Context: an optimization exercise on an open-source flow, tuned for small area, a short achievable clock period and few clock cycles. The choices shown serve that exercise and are no tape-out recipe. No run shown here included a check of the RTL's function; only the layout flow was run. No activity file was given, so power comes from the tool's default toggle rates.

## flow/design.v

```verilog
package agna_mm2s_pkg;
  localparam int INSTR_VAR_BIT = 63;
  localparam int PTYPE_LSB     = 60;
  localparam int P_IH_LSB      = 47;    
  localparam int P_IW_LSB      = 38;    
  localparam int P_C_LSB       = 18;    
  localparam int P_IWIH_LSB    = 32;    
  localparam int P_EOM_BIT     = 58;
  localparam int V_EOL_BIT     = 60;
  localparam int V_STC_LSB     = 48;    
  localparam int V_STH_LSB     = 29;    
  localparam int V_STW_LSB     = 20;    
  localparam logic [2:0] PT_TILE  = 3'b000;
  localparam logic [2:0] PT_LAYER = 3'b001;
  localparam logic [2:0] PT_IWIH  = 3'b011;
  localparam logic [2:0] PT_BADDR = 3'b111;
  localparam int CMD_BTT_W     = 23;
  localparam int CMD_TYPE_BIT  = 23;
  localparam int CMD_EOF_BIT   = 30;
  localparam int CMD_SADDR_LSB = 32;
  localparam int CMD_TAG_LSB   = 72;
  localparam logic [3:0] TAG_EOM  = 4'b1111;
  localparam logic [3:0] TAG_LAST = 4'b1100;
  localparam logic [3:0] TAG_NONE = 4'b0000;
  localparam logic [1:0] MODE_ROW   = 2'b00;
  localparam logic [1:0] MODE_CHAN  = 2'b01;
  localparam logic [1:0] MODE_WHOLE = 2'b11;
  localparam logic [2:0] S_IDLE = 3'd0;
  localparam logic [2:0] S_C0   = 3'd1;
  localparam logic [2:0] S_C1   = 3'd2;
  localparam logic [2:0] S_C2   = 3'd3;
  localparam logic [2:0] S_GEN  = 3'd4;
endpackage
module mm2s_tile_geom
(
  input  logic [15:0] s,
  input  logic [9:0]  t,
  input  logic [15:0] l,
  output logic        empty,
  output logic [9:0]  r,
  output logic        full
);
  logic [16:0] s_plus_t;
  logic [15:0] l_minus_s;
  assign s_plus_t  = {1'b0, s} + {7'b0, t};
  assign l_minus_s = l - s;
  assign empty     = (s >= l);
  assign r         = (s_plus_t > {1'b0, l}) ? l_minus_s[9:0] : t;
  assign full      = (s == 16'd0) && ({6'b0, t} >= l);
endmodule
import agna_mm2s_pkg::*;
module mm2s_cmd_gen
#(
  parameter int CORE_INSTR_WIDTH = 64,
  parameter int CORE_CMD_WIDTH   = 80
) (
  input  logic                        clk,
  input  logic                        rst_n,
  input  logic [CORE_INSTR_WIDTH-1:0] s_axis_mm2s_instr_tdata,
  input  logic                        s_axis_mm2s_instr_tvalid,
  output logic                        s_axis_mm2s_instr_tready,
  output logic [CORE_CMD_WIDTH-1:0]   m_axis_mm2s_cmd_tdata,
  output logic                        m_axis_mm2s_cmd_tvalid,
  input  logic                        m_axis_mm2s_cmd_tready
);
  localparam logic [2:0] E_IDLE = 3'd0;
  localparam logic [2:0] E_C    = 3'd1;    
  localparam logic [2:0] E_W    = 3'd2;    
  localparam logic [2:0] E_H    = 3'd3;    
  localparam logic [2:0] E_E    = 3'd4;    
  localparam logic [2:0] E_E2   = 3'd5;    
  localparam logic [2:0] E_D    = 3'd6;    
  localparam logic [2:0] E_F    = 3'd7;    
  wire [63:0] instr = s_axis_mm2s_instr_tdata;
  logic [8:0]  tile_ih_q, tile_iw_q, layer_ih_q, layer_iw_q;
  logic [9:0]  tile_c_q;
  logic [15:0] layer_c_q;
  logic [17:0] layer_iwih_q;
  logic [31:0] fin_baddr_q;
  logic        eom_q;
  logic [2:0]  est_q;
  logic [15:0] sc_q;           
  logic [8:0]  sw_q, sh_q;     
  logic [9:0]  rc_q;
  logic [8:0]  rh_q, rw_q;
  logic        eol_q, emp_q, wfull_q, hfull_q, hi_q;
  logic [31:0] acc_q;
  logic        w_valid_q, w_last_q, w_tl_q;
  logic [31:0] w_addr_q, w_cbase_q;
  logic [22:0] w_btt_q;
  logic [8:0]  w_hlen_q, w_hrem_q, w_iw_q;
  logic [9:0]  w_crem_q;
  logic [17:0] w_iwih_q;
  logic        instr_hs, ho, adv, wrap;
  logic [31:0] mac, mac_a1, mac_a2, w_sum;
  logic [17:0] mac_x;
  logic [9:0]  mac_y;
  logic [15:0] cu_l;
  logic [9:0]  cu_t;
  logic        cu_empty, cu_full;
  logic [9:0]  cu_r;
  logic        whole, chan;
  assign whole = wfull_q && hfull_q;
  assign chan  = wfull_q && !hfull_q;
  assign s_axis_mm2s_instr_tready = (est_q == E_IDLE) || ((est_q == E_F) && !w_valid_q);
  assign instr_hs = s_axis_mm2s_instr_tvalid && s_axis_mm2s_instr_tready;
  assign adv = w_valid_q && m_axis_mm2s_cmd_tready;
  assign ho  = (est_q == E_F) && (!w_valid_q || (m_axis_mm2s_cmd_tready && w_last_q));
  always_comb begin
    mac_x  = '0;
    mac_y  = '0;
    mac_a1 = '0;
    mac_a2 = '0;
    case (est_q)
      E_C: begin mac_x = 18'(tile_c_q);  mac_y = sc_q[9:0]; end
      E_W: begin mac_x = 18'(tile_iw_q); mac_y = 10'(sw_q);  end
      E_H: begin mac_x = 18'(tile_ih_q); mac_y = 10'(sh_q);  end
      E_E: begin
        mac_x = layer_iwih_q;
        if (hi_q) mac_y = {4'b0, sc_q[15:10]};
        else begin mac_y = sc_q[9:0]; mac_a2 = fin_baddr_q; end
      end
      E_E2: begin
        mac_x = layer_iwih_q; mac_y = sc_q[9:0];
        mac_a1 = {acc_q[21:0], 10'b0}; mac_a2 = fin_baddr_q;
      end
      E_D: begin
        mac_x = 18'(layer_iw_q); mac_y = 10'(sh_q);
        mac_a1 = acc_q; mac_a2 = 32'(sw_q);
      end
      E_F: begin
        if (whole) begin mac_x = layer_iwih_q; mac_y = rc_q; end
        else if (chan) begin mac_x = 18'(layer_iw_q); mac_y = 10'(rh_q); end
        else mac_a2 = 32'(rw_q);
      end
      default: ;
    endcase
  end
  assign mac = mac_a1 + mac_a2 + 32'(mac_x) * 32'(mac_y);
  always_comb begin
    case (est_q)
      E_W:     begin cu_t = tile_c_q;         cu_l = layer_c_q;         end
      E_H:     begin cu_t = 10'(tile_iw_q);   cu_l = 16'(layer_iw_q);   end
      default: begin cu_t = 10'(tile_ih_q);   cu_l = 16'(layer_ih_q);   end
    endcase
  end
  mm2s_tile_geom u_clip (
    .s     (acc_q[15:0]),
    .t     (cu_t),
    .l     (cu_l),
    .empty (cu_empty),
    .r     (cu_r),
    .full  (cu_full)
  );
  always_ff @(posedge clk) begin
    if (instr_hs && !instr[INSTR_VAR_BIT]) begin
      case (instr[PTYPE_LSB +: 3])
        PT_TILE: begin
          tile_ih_q <= instr[P_IH_LSB +: 9];
          tile_iw_q <= instr[P_IW_LSB +: 9];
          tile_c_q  <= instr[P_C_LSB +: 10];
        end
        PT_LAYER: begin
          layer_ih_q <= instr[P_IH_LSB +: 9];
          layer_iw_q <= instr[P_IW_LSB +: 9];
          layer_c_q  <= instr[P_C_LSB +: 16];
        end
        PT_IWIH:  layer_iwih_q <= instr[P_IWIH_LSB +: 18];
        PT_BADDR: begin
          eom_q       <= instr[P_EOM_BIT];
          fin_baddr_q <= instr[31:0];
        end
        default: ;
      endcase
    end
    if (est_q != E_IDLE && est_q != E_F) acc_q <= mac;
    case (est_q)
      E_W: begin
        sc_q  <= acc_q[15:0];
        rc_q  <= cu_r;
        emp_q <= cu_empty;
      end
      E_H: begin
        sw_q    <= acc_q[8:0];
        rw_q    <= cu_r[8:0];
        wfull_q <= cu_full;
        emp_q   <= emp_q || cu_empty;
        hi_q    <= (sc_q[15:10] != 6'd0);
      end
      E_E: begin
        sh_q    <= acc_q[8:0];
        rh_q    <= cu_r[8:0];
        hfull_q <= cu_full;
      end
      default: ;
    endcase
    if (instr_hs && instr[INSTR_VAR_BIT]) begin
      sc_q  <= {6'b0, instr[V_STC_LSB +: 10]};
      sw_q  <= instr[V_STW_LSB +: 9];
      sh_q  <= instr[V_STH_LSB +: 9];
      eol_q <= instr[V_EOL_BIT];
    end
    if (!rst_n) est_q <= E_IDLE;
    else begin
      case (est_q)
        E_IDLE: ;
        E_C:  est_q <= E_W;
        E_W:  est_q <= E_H;
        E_H:  est_q <= E_E;
        E_E: begin
          if (emp_q || cu_empty) est_q <= E_IDLE;
          else if (hi_q)         est_q <= E_E2;
          else if ((sw_q != 9'd0) || (acc_q[8:0] != 9'd0)) est_q <= E_D;
          else                   est_q <= E_F;
        end
        E_E2: est_q <= ((sw_q != 9'd0) || (sh_q != 9'd0)) ? E_D : E_F;
        E_D:  est_q <= E_F;
        E_F:  if (ho) est_q <= E_IDLE;
        default: est_q <= E_IDLE;
      endcase
      if (instr_hs && instr[INSTR_VAR_BIT]) est_q <= E_C;
    end
  end
  assign wrap  = (w_hrem_q == 9'd1);
  assign w_sum = (wrap ? w_cbase_q : w_addr_q) + (wrap ? 32'(w_iwih_q) : 32'(w_iw_q));
  always_ff @(posedge clk) begin
    if (ho) begin
      w_addr_q  <= acc_q;
      w_cbase_q <= acc_q;
      w_btt_q   <= mac[22:0];
      w_hlen_q  <= (whole || chan) ? 9'd1 : rh_q;
      w_hrem_q  <= (whole || chan) ? 9'd1 : rh_q;
      w_crem_q  <= whole ? 10'd1 : rc_q;
      w_last_q  <= whole || ((rc_q == 10'd1) && (chan || (rh_q == 9'd1)));
      w_tl_q    <= eol_q && eom_q;
      w_iw_q    <= layer_iw_q;
      w_iwih_q  <= layer_iwih_q;
    end else if (adv) begin
      w_addr_q <= w_sum;
      if (wrap) begin
        w_cbase_q <= w_sum;
        w_hrem_q  <= w_hlen_q;
        w_crem_q  <= w_crem_q - 10'd1;
        w_last_q  <= (w_crem_q == 10'd2) && (w_hlen_q == 9'd1);
      end else begin
        w_hrem_q  <= w_hrem_q - 9'd1;
        w_last_q  <= (w_crem_q == 10'd1) && (w_hrem_q == 9'd2);
      end
    end
    if (!rst_n) w_valid_q <= 1'b0;
    else if (ho) w_valid_q <= 1'b1;
    else if (adv && w_last_q) w_valid_q <= 1'b0;
  end
  assign m_axis_mm2s_cmd_tvalid = w_valid_q;
  always_comb begin
    m_axis_mm2s_cmd_tdata = '0;
    m_axis_mm2s_cmd_tdata[CMD_BTT_W-1:0]       = w_btt_q;
    m_axis_mm2s_cmd_tdata[CMD_TYPE_BIT]        = 1'b1;
    m_axis_mm2s_cmd_tdata[CMD_EOF_BIT]         = 1'b1;
    m_axis_mm2s_cmd_tdata[CMD_SADDR_LSB +: 32] = w_addr_q;
    m_axis_mm2s_cmd_tdata[CMD_TAG_LSB +: 4]    = {w_last_q, w_last_q,
                                                  w_last_q && w_tl_q, w_last_q && w_tl_q};
  end
endmodule
```

## flow/constraint.sdc

```tcl
create_clock -name core_clock -period 11.0 [get_ports {clk}]
set_input_delay 2.2000 -clock core_clock [delete_from_list [all_inputs] [get_ports {clk}]]
set_output_delay 2.2000 -clock core_clock [all_outputs]
set_load 0.01 [all_outputs]
```

## flow/run.sh

```bash
#!/bin/bash
# synth_recipe.tcl (not shown) runs the flow's synth.tcl, then flattens the netlist and writes it again
# the make line also repeats each setting of config.mk as NAME=value (left out here)
make -C /OpenROAD-flow-scripts/flow DESIGN_CONFIG=/design/flow/config.mk WORK_HOME=/design/flow/orfs CLKGATE_MAP_FILE= SYNTH_SCRIPT=/design/flow/synth_recipe.tcl finish
```

## flow/config.mk

```make
export PLATFORM = sky130hd
export DESIGN_NAME = mm2s_cmd_gen
export DESIGN_NICKNAME = mm2s_cmd_gen
export VERILOG_FILES = /design/flow/design.v
export SDC_FILE = /design/flow/constraint.sdc
export NUM_CORES = 4
export LEC_CHECK = 0
export CAP_MARGIN = 20
export CORE_MARGIN = 2
export CORE_UTILIZATION = 40
export SLEW_MARGIN = 20
```

==> notes.md, run 1 <==
* Final GP Congestion at 0.9217
* Tcrit/Tclk final at 78.25%
* CP max FO at 30
* Setup crit start: est_q[1]
* Fin Clk Skew at 0.01871 ns
* DRC at 0
* CP peak stage delay at 0.57 ns
* Most frequent cell after synthesis: nand2_1
* HP Class: register to register
* Top FF cell, synth: edfxtp_1
* Final instance area at 28930 um^2
* Avg Cell Area, Syn at 10.51 um^2
* Gate Count Post-Synth at 2414
* # nets final at 2942
* Post-cts sizing count at 0
* Pin count of the biggest net entering global routing at 85
* EDFF count, synth at 350
* Share of cells above drive strength 1 at 5.174%
* Worst-Margin Slew at 1.134 ns
* Initial antenna violation count at 1
* Tot GR Track Use at 23.65%
* PortBufs at 127
* RR Startpoint: est_q[1]
* Reg clk slew, reported paths at 0.06 ns
* Critical Path AT at 8.92 ns
* Post-layout min period at 8.607 ns
* Slowest CP cell: fa_1
* Power per cell area at 199.0 nW/um^2
* Asr flop ratio synth at 0%
* Top cell type's share of synthesized area at 41.41%
* Synth unique cells at 83
* Max-Cap Viols at 0
* CTS Sinks at 360
* Leak at 11.89 nW
* Flops & latches, synth at 360
* Number of buffers added for setup after CTS at 0
* Area of the multi-input gates at 13200 um^2
* Endpoints failing hold at 0
* Die area at 65480 um^2
* Peak Freq at 116.2 MHz
* RSZ-0062 raised after global routing: false
* Vias in the first global route at 19270
* Vias at 18610
* WL/cell at 22.74 um
* Die Height at 255.9 um
* Critical path launch point type: register
* H-tree levels at 2
* Std-Cell Rows at 92
* First-pass GRT wire length at 117500 um
* Starting DRT DRC Count at 1965
* Area leader, netlist: edfxtp_1
* Filler Cell Count at 5878
* Cts bufs inserted at 41
* Register area share after synthesis at 42.20%
* Synth area leaders: edfxtp_1 (41%), fa_1 (15%), ha_1 (8.3%)
* Final wirelength at 77250 um
* Dpl cell area at 27530 um^2
* Yosys warnings at 1
* Clk Latency, worst-skew pair at 0.57 ns
* CP Class: register to register
* Vias per cell at 5.479
* Clock buffer depth at 3
* Synth cell count leaders: nand2_1 (403), edfxtp_1 (350), inv_1 (283), fa_1 (185), ha_1 (169)
* Area added between synthesis and finish at 13.98%
* CTS root buffer: clkbuf_16
* Setup TNS at 0 ns
* Sequential cell area at 10710 um^2
* HPWL after DPL at 59390 um
* Status: complete, no violations
* HP Start: layer_iwih_q[8]
* Max rail drop VDD at 0.1070 mV
* Crit path top cell by count: fa_1
* I/O pins at 150
* Crit. End Element: register
* Slew headroom at 24.24%
* DR pass1 iterations at 8
* Initial Utilization at 40.38%
* Antenna diode count at 0
* Grt total ovfl at 0
* Cell Area, Synth at 25380 um^2
* Remaining antenna violation count after routing at 0
* Setup violations, final at 0
* Chip width at 255.9 um
* Fin. max-slew vios at 0
* Core Box Area at 62850 um^2
* Post-CTS Hold Buffers at 0
* CTS tree: built
* Worst EP required at 11.32 ns
-- metal layers --
metal | vias up | share of wire [%] | GRT usage, %
met3 | 142 | 7.5 | 3.407
met4 | 0 | 4.2 | 9.552
li1 | 8463 | - | -
met1 | 9252 | 42 | 32.02
met2 | 755 | 46 | 38.32
met5 | - | 0 | 0
-- power breakdown --
part	internal, W	switching [W]
logic	0.000803	0.00143
clock network	0.000876	0.000575
registers	0.00178	0.000290
total	0.00346	0.00230
-- worst max-delay path, delay by kind of cell, from the launching register on --
kind                       cells  cell delay (ns)
xor gates and xnor gates       1             0.13
DFF                            1             0.39
AOI/OAI and AO/OA              5             1.39
and+or+nand+nor                8             2.19
buffers and inverters          6             1.14
adders and majority gates      7             3.11
-- cell families after synthesis --
group / share of synthesized area, %
AND/OR/NAND/NOR: 13.83
AO/OA/AOI/OAI: 10.81
buffers and inverters: 6.310
flip-flops: 42.20
adder cells (fa/ha/maj): 22.92
XOR/XNOR: 2.933
multiplexers: 0.9564
other: 0.02959
-- final cells by class --
| type | count | area share, % |
|---|---|---|
| multi-input combinational | 1676 | 45.62 |
| sequential | 360 | 37.03 |
| tap | 846 | 3.659 |
| timing repair buffer | 156 | 5.147 |
| inverter | 285 | 3.707 |
| clock buffer | 50 | 3.811 |
| clock inverter | 24 | 1.025 |
-- registers in the layout, indices dropped and copies added, names as in the netlist, 16 cells and up --
register,count
acc_q,32
w_cbase_q,32
layer_iwih_q,18
sc_q,16
w_iwih_q,18
layer_c_q,16
w_btt_q,23
w_addr_q,32
fin_baddr_q,32
-- cells in the final DEF (no fill, tap or decap), drive strengths merged, types with 11 or more instances in the layout --
cell and n:
o21ai 88, clkbuf 50, o21a 15, fa 185
edfxtp 350, nand2b 17, a22o 17, a211oi 11
a21oi 93, xor2 32, nand2 403, a21o 25
a222oi 15, a22oi 43, a31oi 11, conb 21
ha 169, nor2b 24, inv 286, nor2 165
clkdlybuf4s50 127, nor4 15, clkinv 14, xnor2 53
and2 40, nand3 53, mux2i 13, nor3 24
buf 29
-- path summary, 6_finish.rpt --
path / endpoint / slack, ns / depth (start not counted)
max reg2reg: acc_q[31] / 2.39 / 27
max: acc_q[31] / 2.39 / 27
min: w_iwih_q[8] / 0.48 / 0
min reg2reg: w_iwih_q[8] / 0.48 / 0
-- per-stage QoR --
stage                     util, %  total power, W  cells  setup slack (ns)  hold slack [ns]
after floorplan                 -        0.003395   2433             4.049           0.4279
after global placement      43.80        0.004235   3323             2.662           0.4546
after detailed placement    43.80        0.004273   3323             2.561           0.4663
after CTS                   46.02        0.005750   3397             2.515           0.4814
after global routing        46.02        0.006044   3397             2.010           0.4941
final                       46.02        0.005757   3397             2.393           0.4834
==> run 2: changes to the inputs <==
--- a/flow/config.mk
+++ b/flow/config.mk
@@ -5,6 +5,7 @@
 export SDC_FILE = /design/flow/constraint.sdc
 export NUM_CORES = 4
 export LEC_CHECK = 0
+export ABC_CLOCK_PERIOD_IN_PS = 4000
 export CAP_MARGIN = 20
 export CORE_MARGIN = 2
 export CORE_UTILIZATION = 40
==> run 2 against run 1 <==
- still clean on timing, DRC and antenna
- via count is the same
- first-iteration DRC count is the same
- combinational power is essentially flat
- hold slack is the same
- critical path depth is the same
- sequential cell count is the same
- global-route usage is the same
- critical path type unchanged
- largest cell class unchanged
==> notes.md, run 2 <==
* Status: complete, no violations (unchanged)
* R2R cell count at 27 (unchanged)
* Core Box Area at 62850 um^2 (unchanged)
* Capturing point of the worst reg2reg path: acc_q[31] (unchanged)
* Internal power at 0.003461 W (unchanged)
* Post-layout min period at 8.607 ns (unchanged)
* Vias in the first global route at 19270 (unchanged)
* Slowest CP cell: fa_1 (unchanged)
* Filler Cell Count at 5878 (unchanged)
* CTS root buffer: clkbuf_16 (unchanged)
* Number of buffers added for setup after CTS at 0 (unchanged)
* HPWL after DPL at 59390 um (unchanged)
* Yosys warnings at 1 (unchanged)
* Endpoints failing hold at 0 (unchanged)
* CP Depth at 27 (unchanged)
* Grt total ovfl at 0 (unchanged)
* Crit path top cell by count: fa_1 (unchanged)
* Vias at 18610 (unchanged)
* Avg Cell Area, Syn at 10.51 um^2 (unchanged)
* Clock buffer depth at 3 (unchanged)
* Cts bufs inserted at 41 (unchanged)
* Cell family contributing the most delay on the critical path: adder cells (unchanged)
* Worst-Margin Slew at 1.134 ns (unchanged)
* DR pass1 iterations at 8 (unchanged)
* Reg clk slew, reported paths at 0.06 ns (about the same)
* WL/cell at 22.74 um (unchanged)
* CTS tree: built (unchanged)
* Peak Freq at 116.2 MHz (unchanged)
* Cell Area, Synth at 25380 um^2 (unchanged)
* Antenna diode count at 0 (unchanged)
* Initial Utilization at 40.38% (unchanged)
* Clk pwr share at 25.2% (about the same)
* Fin. max-slew vios at 0 (unchanged)
* Total chip power at 0.005757 W (unchanged)
* Reg2Reg Setup Slack at 2.39 ns (about the same)
* Top FF cell, synth: edfxtp_1 (unchanged)
* Pin count of the biggest net entering global routing at 85 (unchanged)
* Critical Path AT at 8.92 ns (about the same)
* Max rail drop VDD at 0.1070 mV (unchanged)
* Critical path launch point type: register (unchanged)
* Share of cells above drive strength 1 at 5.174% (unchanged)
* CP endpoint: acc_q[31] (unchanged)
* Setup TNS at 0 ns (unchanged)
* Buf+Inv Stages, Crit Path at 6 (unchanged)
* Synth unique cells at 83 (unchanged)
* Worst EP required at 11.32 ns (about the same)
* Starting DRT DRC Count at 1965 (unchanged)
* Die area at 65480 um^2 (unchanged)
* Post-CTS Hold Buffers at 0 (unchanged)
* Area leader, netlist: edfxtp_1 (unchanged)
* CTS Sinks at 360 (unchanged)
* First-pass GRT wire length at 117500 um (unchanged)
* Power per cell area at 199.0 nW/um^2 (unchanged)
* H-tree levels at 2 (unchanged)
* Chip width at 255.9 um (unchanged)
* # nets final at 2942 (unchanged)
* Gate Count Post-Synth at 2414 (unchanged)
* Initial antenna violation count at 1 (unchanged)
* Synth area leaders: edfxtp_1 (41%), fa_1 (15%), ha_1 (8.3%) (unchanged)
* Slew headroom at 24.24% (unchanged)
* Remaining antenna violation count after routing at 0 (unchanged)
* Most frequent cells in the layout: nand2_1 (403), edfxtp_1 (350), inv_1 (283), fa_1 (185), ha_1 (169) (unchanged)
* I/O pins at 150 (unchanged)
* Switch Pwr at 0.002295 W (unchanged)
* Clk Latency, worst-skew pair at 0.57 ns (about the same)
* Commonest non-fill, non-tap cell in the layout: nand2_1 (unchanged)
* Area added between synthesis and finish at 13.98% (unchanged)
* CP max FO at 30 (unchanged)
* Vias per cell at 5.479 (unchanged)
* EDFF count, synth at 350 (unchanged)
* PortBufs at 127 (unchanged)
* Flops & latches, synth at 360 (unchanged)
* Crit. End Element: register (unchanged)
* Leak at 11.89 nW (unchanged)
* CP peak stage delay at 0.57 ns (about the same)
* Synth cell count leaders: nand2_1 (403), edfxtp_1 (350), inv_1 (283), fa_1 (185), ha_1 (169) (unchanged)
* CP Class: register to register (unchanged)
* Final wirelength at 77250 um (unchanged)
* Sequential group share of total power at 36.0% (about the same)
* Most frequent cell after synthesis: nand2_1 (unchanged)
* Setup crit start: est_q[1] (unchanged)
* Net Sw Frac at 39.87% (unchanged)
* Setup violations, final at 0 (unchanged)
* HP Class: register to register (unchanged)
* Register area share after synthesis at 42.20% (unchanged)
* Asr flop ratio synth at 0% (unchanged)
* Std-Cell Rows at 92 (unchanged)
* RR Startpoint: est_q[1] (unchanged)
* Comb pwr share at 38.8% (about the same)
* Die Height at 255.9 um (unchanged)
* Fin Clk Skew at 0.01871 ns (unchanged)
* Tot GR Track Use at 23.65% (unchanged)
* RSZ-0062 raised after global routing: false (unchanged)
* Post-cts sizing count at 0 (unchanged)
* Top cell type's share of synthesized area at 41.41% (unchanged)
* Max-Cap Viols at 0 (unchanged)
* Final GP Congestion at 0.9217 (unchanged)
* Tcrit/Tclk final at 78.25% (unchanged)
* DRC at 0 (unchanged)
run 2: cell counts after synthesis:
Identical to the previous run, type by type.
run 2: worst reg2reg max path, stage by stage (launching register included):
cell,delay [ns]
dfxtp_1,0.39
ha_1,0.18
buf_4,0.36
nand2_1,0.33
nor2_1,0.18
buf_4,0.20
or3_1,0.57
buf_4,0.44
and2_0,0.40
nand2_1,0.14
fa_1,0.57
inv_1,0.05
fa_1,0.57
fa_1,0.45
fa_1,0.50
inv_1,0.05
fa_1,0.48
inv_1,0.05
ha_1,0.36
and2_1,0.20
o2111ai_1,0.14
a31oi_1,0.52
o2111ai_1,0.39
nand4b_1,0.27
nand2_1,0.12
o21ai_0,0.23
a21oi_1,0.11
xnor2_1,0.13
run 2: through the flow:
stage | cell area, um^2 | setup slack (ns) | hold WS (ns) | util, % | std cells
2_1_floorplan | 25450 | 4.049 | 0.4279 | - | 2433
3_3_place_gp | 27530 | 2.662 | 0.4546 | 43.80 | 3323
3_5_place_dp | 27530 | 2.561 | 0.4663 | 43.80 | 3323
4_1_cts | 28930 | 2.515 | 0.4814 | 46.02 | 3397
5_1_grt | 28930 | 2.010 | 0.4941 | 46.02 | 3397
6_report | 28930 | 2.393 | 0.4834 | 46.02 | 3397
run 2: layout make-up:
| cell class | count | area [um^2] | area share (%) |
|---|---|---|---|
| multi-input cells | 1676 | 13200 | 45.62 |
| clock inverters | 24 | 296.5 | 1.025 |
| clock buffers | 50 | 1102 | 3.811 |
| repair buffers | 156 | 1489 | 5.147 |
| inverters | 285 | 1072 | 3.707 |
| flip-flops and latches | 360 | 10710 | 37.03 |
| well taps | 846 | 1059 | 3.659 |
run 2: power groups by stage:
stage                     clock network [W]  registers, W  logic, W
after floorplan                           0       0.00188   0.00152
after global placement                    0       0.00209   0.00214
after detailed placement                  0       0.00209   0.00218
after CTS                           0.00147       0.00206   0.00221
after global routing                0.00152       0.00207   0.00245
final                               0.00145       0.00207   0.00223
run 2: layer usage:
layer | vias up | GRT usage (%) | wire length [um]
li1 | 8463 | - | -
met1 | 9252 | 32.02 | 32540
met2 | 755 | 38.32 | 35670
met3 | 142 | 3.407 | 5796
met4 | 0 | 9.552 | 3240
met5 | - | 0 | 0
run 2: logic make-up (layout without fill, tap and decap cells):
kind of cell | count (synthesis) | after routing | share of synthesized area [%]
DFF | 360 | 360 | 42.20
buffers and inverters | 397 | 515 | 6.310
AOI/OAI and AO/OA | 400 | 400 | 10.81
adders and majority gates | 354 | 354 | 22.92
and+or+nand+nor | 793 | 793 | 13.83
other | 2 | 21 | 0.02959
xor gates and xnor gates | 85 | 85 | 2.933
muxes | 23 | 23 | 0.9564
run 2: worst min-delay path by stage:
| stage | from | end | slack (ns) | cells past startpoint |
|---|---|---|---|---|
| 2_1_floorplan | layer_iwih_q[0] | w_iwih_q[0] | 0.43 | 0 |
| 3_3_place_gp | layer_iwih_q[2] | w_iwih_q[2] | 0.45 | 0 |
| 3_5_place_dp | layer_iwih_q[2] | w_iwih_q[2] | 0.47 | 0 |
| 4_1_cts | layer_iwih_q[8] | w_iwih_q[8] | 0.48 | 0 |
| 5_1_grt | layer_iwih_q[2] | w_iwih_q[2] | 0.49 | 0 |
| 6_report | layer_iwih_q[8] | w_iwih_q[8] | 0.48 | 0 |
==> run 3: changes to the inputs <==
--- a/flow/config.mk
+++ b/flow/config.mk
@@ -9,4 +9,5 @@
 export CAP_MARGIN = 20
 export CORE_MARGIN = 2
 export CORE_UTILIZATION = 40
+export SETUP_SLACK_MARGIN = 5
 export SLEW_MARGIN = 20
==> run 3 against run 2 <==
- still clean on timing, DRC and antenna
- die area did not move
- cell count grew 3.9%
- core utilization up 3.6 points
- first-iteration DRC count is 4.5% lower
- area after synthesis did not move
- power rose by 9.7%
- routed wire length up 9.6%
- global-route usage up 1.9 points
- synthesized cell count did not move
- critical path depth is the same
- register-to-register slack improved by 1.5 ns
- combinational power is 24% higher
- largest cell class unchanged
==> notes.md, run 3 <==
* Initial antenna violation count at 2 (was 1)
* Fin Clk Skew at 0.02342 ns (was 0.01871 ns)
* Worst-Margin Slew at 0.8860 ns (was 1.134 ns)
* Remaining antenna violation count after routing at 0 (unchanged)
* Clock buffer depth at 3 (unchanged)
* Leak at 12.80 nW (was 11.89 nW)
* CTS root buffer: clkbuf_16 (unchanged)
* CP Class: register to register (unchanged)
* Synth area leaders: edfxtp_1 (41%), fa_1 (15%), ha_1 (8.3%) (unchanged)
* EDFF count, synth at 350 (unchanged)
* Core Box Area at 62850 um^2 (unchanged)
* Final instance area at 31180 um^2 (was 28930 um^2)
* Critical path launch point type: register (unchanged)
* Chip width at 255.9 um (unchanged)
* Std-Cell Rows at 92 (unchanged)
* Post-layout min period at 7.112 ns (was 8.607 ns)
* Vias per cell at 5.497 (was 5.479)
* Yosys warnings at 1 (unchanged)
* Crit. End Element: register (unchanged)
* Reg2Reg Setup Slack at 3.89 ns (was 2.39 ns)
* Cts bufs inserted at 41 (unchanged)
* Flops & latches, synth at 360 (unchanged)
* Buf+Inv Stages, Crit Path at 10 (was 6)
* Max rail drop VDD at 0.1195 mV (was 0.1070 mV)
* Cell family contributing the most delay on the critical path: adder cells (unchanged)
* Tcrit/Tclk final at 64.66% (was 78.25%)
* Status: complete, no violations (unchanged)
* Clk Latency, worst-skew pair at 0.58 ns (was 0.57 ns)
* Register area share after synthesis at 42.20% (unchanged)
* Top FF cell, synth: edfxtp_1 (unchanged)
* CTS tree: built (unchanged)
* PortBufs at 127 (unchanged)
* Slew headroom at 40.93% (was 24.24%)
* DRC at 0 (unchanged)
* HP Class: register to register (unchanged)
* Final GP Congestion at 0.9276 (was 0.9217)
* Fin. max-slew vios at 0 (unchanged)
* # nets final at 3071 (was 2942)
* Die area at 65480 um^2 (unchanged)
* Power per cell area at 202.4 nW/um^2 (was 199.0 nW/um^2)
* Endpoints failing hold at 0 (unchanged)
* Die Height at 255.9 um (unchanged)
* DR pass1 iterations at 6 (was 8)
* Dpl cell area at 27670 um^2 (was 27530 um^2)
* Crit path top cell by count: fa_1 (unchanged)
* Starting DRT DRC Count at 1876 (was 1965)
* CTS Sinks at 360 (unchanged)
* HPWL after DPL at 61430 um (was 59390 um)
* First-pass GRT wire length at 125600 um (was 117500 um)
* Share of cells above drive strength 1 at 15.48% (was 5.174%)
* Pin count of the biggest net entering global routing at 68 (was 85)
* Most frequent cell after synthesis: nand2_1 (unchanged)
* Commonest non-fill, non-tap cell in the layout: nand2_1 (unchanged)
* Setup violations, final at 0 (unchanged)
* Reg clk slew, reported paths at 0.06 ns (about the same)
* Max-Cap Viols at 0 (unchanged)
* I/O pins at 150 (unchanged)
* Tot GR Track Use at 25.55% (was 23.65%)
* Synth unique cells at 83 (unchanged)
* Initial Utilization at 40.38% (unchanged)
* Gate Count Post-Synth at 2414 (unchanged)
* Post-CTS Hold Buffers at 0 (unchanged)
* CP peak stage delay at 0.55 ns (was 0.57 ns)
* Final wirelength at 84680 um (was 77250 um)
* Core Util, Final at 49.62% (was 46.02%)
* Critical Path AT at 7.43 ns (was 8.92 ns)
* Synth cell count leaders: nand2_1 (403), edfxtp_1 (350), inv_1 (283), fa_1 (185), ha_1 (169) (unchanged)
* Worst slack, placed at 2.551 ns (was 2.561 ns)
* Setup TNS at 0 ns (unchanged)
* Slowest CP cell: or4_4 (was fa_1)
* WL/cell at 24.00 um (was 22.74 um)
* Vias in the first global route at 19930 (was 19270)
* Avg Cell Area, Syn at 10.51 um^2 (unchanged)
* Worst EP required at 11.32 ns (about the same)
* Most frequent cells in the layout: nand2_1 (391), edfxtp_1 (350), inv_1 (271), fa_1 (179), nor2_1 (155) (was nand2_1 (403), edfxtp_1 (350), inv_1 (283), fa_1 (185), ha_1 (169))
* Area added between synthesis and finish at 22.88% (was 13.98%)
* Vias at 19390 (was 18610)
* Cell Area, Synth at 25380 um^2 (unchanged)
* Peak Freq at 140.6 MHz (was 116.2 MHz)
* Grt total ovfl at 0 (unchanged)
* RSZ-0062 raised after global routing: true (was false)
* H-tree levels at 2 (unchanged)
* Top cell type's share of synthesized area at 41.41% (unchanged)
* Setup WS post-layout at 3.888 ns (was 2.393 ns)
* CP max FO at 5 (was 30)
* Asr flop ratio synth at 0% (unchanged)
* Area leader, netlist: edfxtp_1 (unchanged)
## run 3: cell counts after synthesis
Identical to the previous run, type by type.
## run 3: area by class of cell
class	instances	area, um^2
fill	5691	31670
multi-input combinational	1679	14140
sequential	360	10720
timing repair buffer	282	2744
inverter	285	1082
tap	846	1059
clock buffer	43	1033
clock inverter	32	400.4
antenna	1	2.502
## run 3: through the flow
| step | hold slack [ns] | instances | total power, W |
|---|---|---|---|
| 2_1_floorplan | 0.4279 | 2433 | 0.003428 |
| 3_3_place_gp | 0.4898 | 3324 | 0.004312 |
| 3_5_place_dp | 0.4969 | 3324 | 0.004326 |
| 4_1_cts | 0.5084 | 3493 | 0.006145 |
| 5_1_grt | 0.5462 | 3527 | 0.006582 |
| 6_report | 0.5184 | 3528 | 0.006313 |
## run 3: worst paths after layout
path / startpoint / end / cells past startpoint
worst max-delay path: est_q[1] / acc_q[26] / 27
worst min-delay path: sc_q[15] / sc_q[15] / 2
worst max register to register: est_q[1] / acc_q[26] / 27
worst min register to register: sc_q[15] / sc_q[15] / 2
## run 3: per-layer routing
layer / routed length (um) / track usage, % / part of all wire (%) / vias to the layer above
met2: 39670 / 41.82 / 47 / 846
li1: - / - / - / 8741
met3: 6813 / 3.773 / 8.0 / 161
met4: 3505 / 9.373 / 4.1 / 0
met5: 0 / 0 / 0 / -
met1: 34690 / 34.52 / 41 / 9644
## run 3: logic make-up (layout without fill, tap and decap cells)
| kind of cell | after synthesis | after routing | synth area share, % |
|---|---|---|---|
| xor gates and xnor gates | 85 | 85 | 2.933 |
| and+or+nand+nor | 793 | 796 | 13.83 |
| muxes | 23 | 23 | 0.9564 |
| other | 2 | 22 | 0.02959 |
| buffers and inverters | 397 | 642 | 6.310 |
| AOI/OAI and AO/OA | 400 | 400 | 10.81 |
| adders and majority gates | 354 | 354 | 22.92 |
| DFF | 360 | 360 | 42.20 |
## run 3: tightest hold or removal path, delay by kind of cell (launching register included)
kind | cells | cell delay, ns
and+or+nand+nor | 1 | 0.07
DFF | 1 | 0.34
AOI/OAI and AO/OA | 1 | 0.06
## run 3: power breakdown
group	leakage [nW]	total, W	internal [W]	switching (W)
Sequential	3.29	0.00208	0.00178	0.000293
Clock	0.684	0.00147	0.000859	0.000608
Combinational	8.82	0.00277	0.00112	0.00165
Total	12.8	0.00631	0.00376	0.00255
## run 3: what timing repair did
action                                  in CTS  in global routing
pin swaps                                   55                 44
gates cloned                                 5                  2
gates resized for setup                    130                 77
endpoints found under the setup margin      75                 67
setup buffers                               89                 32

==> port drivers added, routing unchanged <==
In the flow no input, the clock included, has a driving cell. The finished layouts below were timed again as built, in two steps. Step 1: set_driving_cell puts a clkbuf_16 on clk and a buf_2 on each other input, an assumption about the parent block. Step 2 also shifts input and output timing later by t, the mid clock arrival at the registers, as if the neighbouring blocks saw the same clock. a / b / c = ideal / step 1 / step 2; a / b = the first two.
| run | t, ns | slack for setup (ns) | pins driven straight from the clock port |
|---|---|---|---|
| run 1 | 0.627 | 2.393 / 2.393 / 2.393 | 1 |
| run 2 | 0.627 | 2.393 / 2.393 / 2.393 | 1 |
| run 3 | 0.631 | 3.888 / 3.888 / 3.888 | 1 |
After both steps every run listed still meets setup and hold.
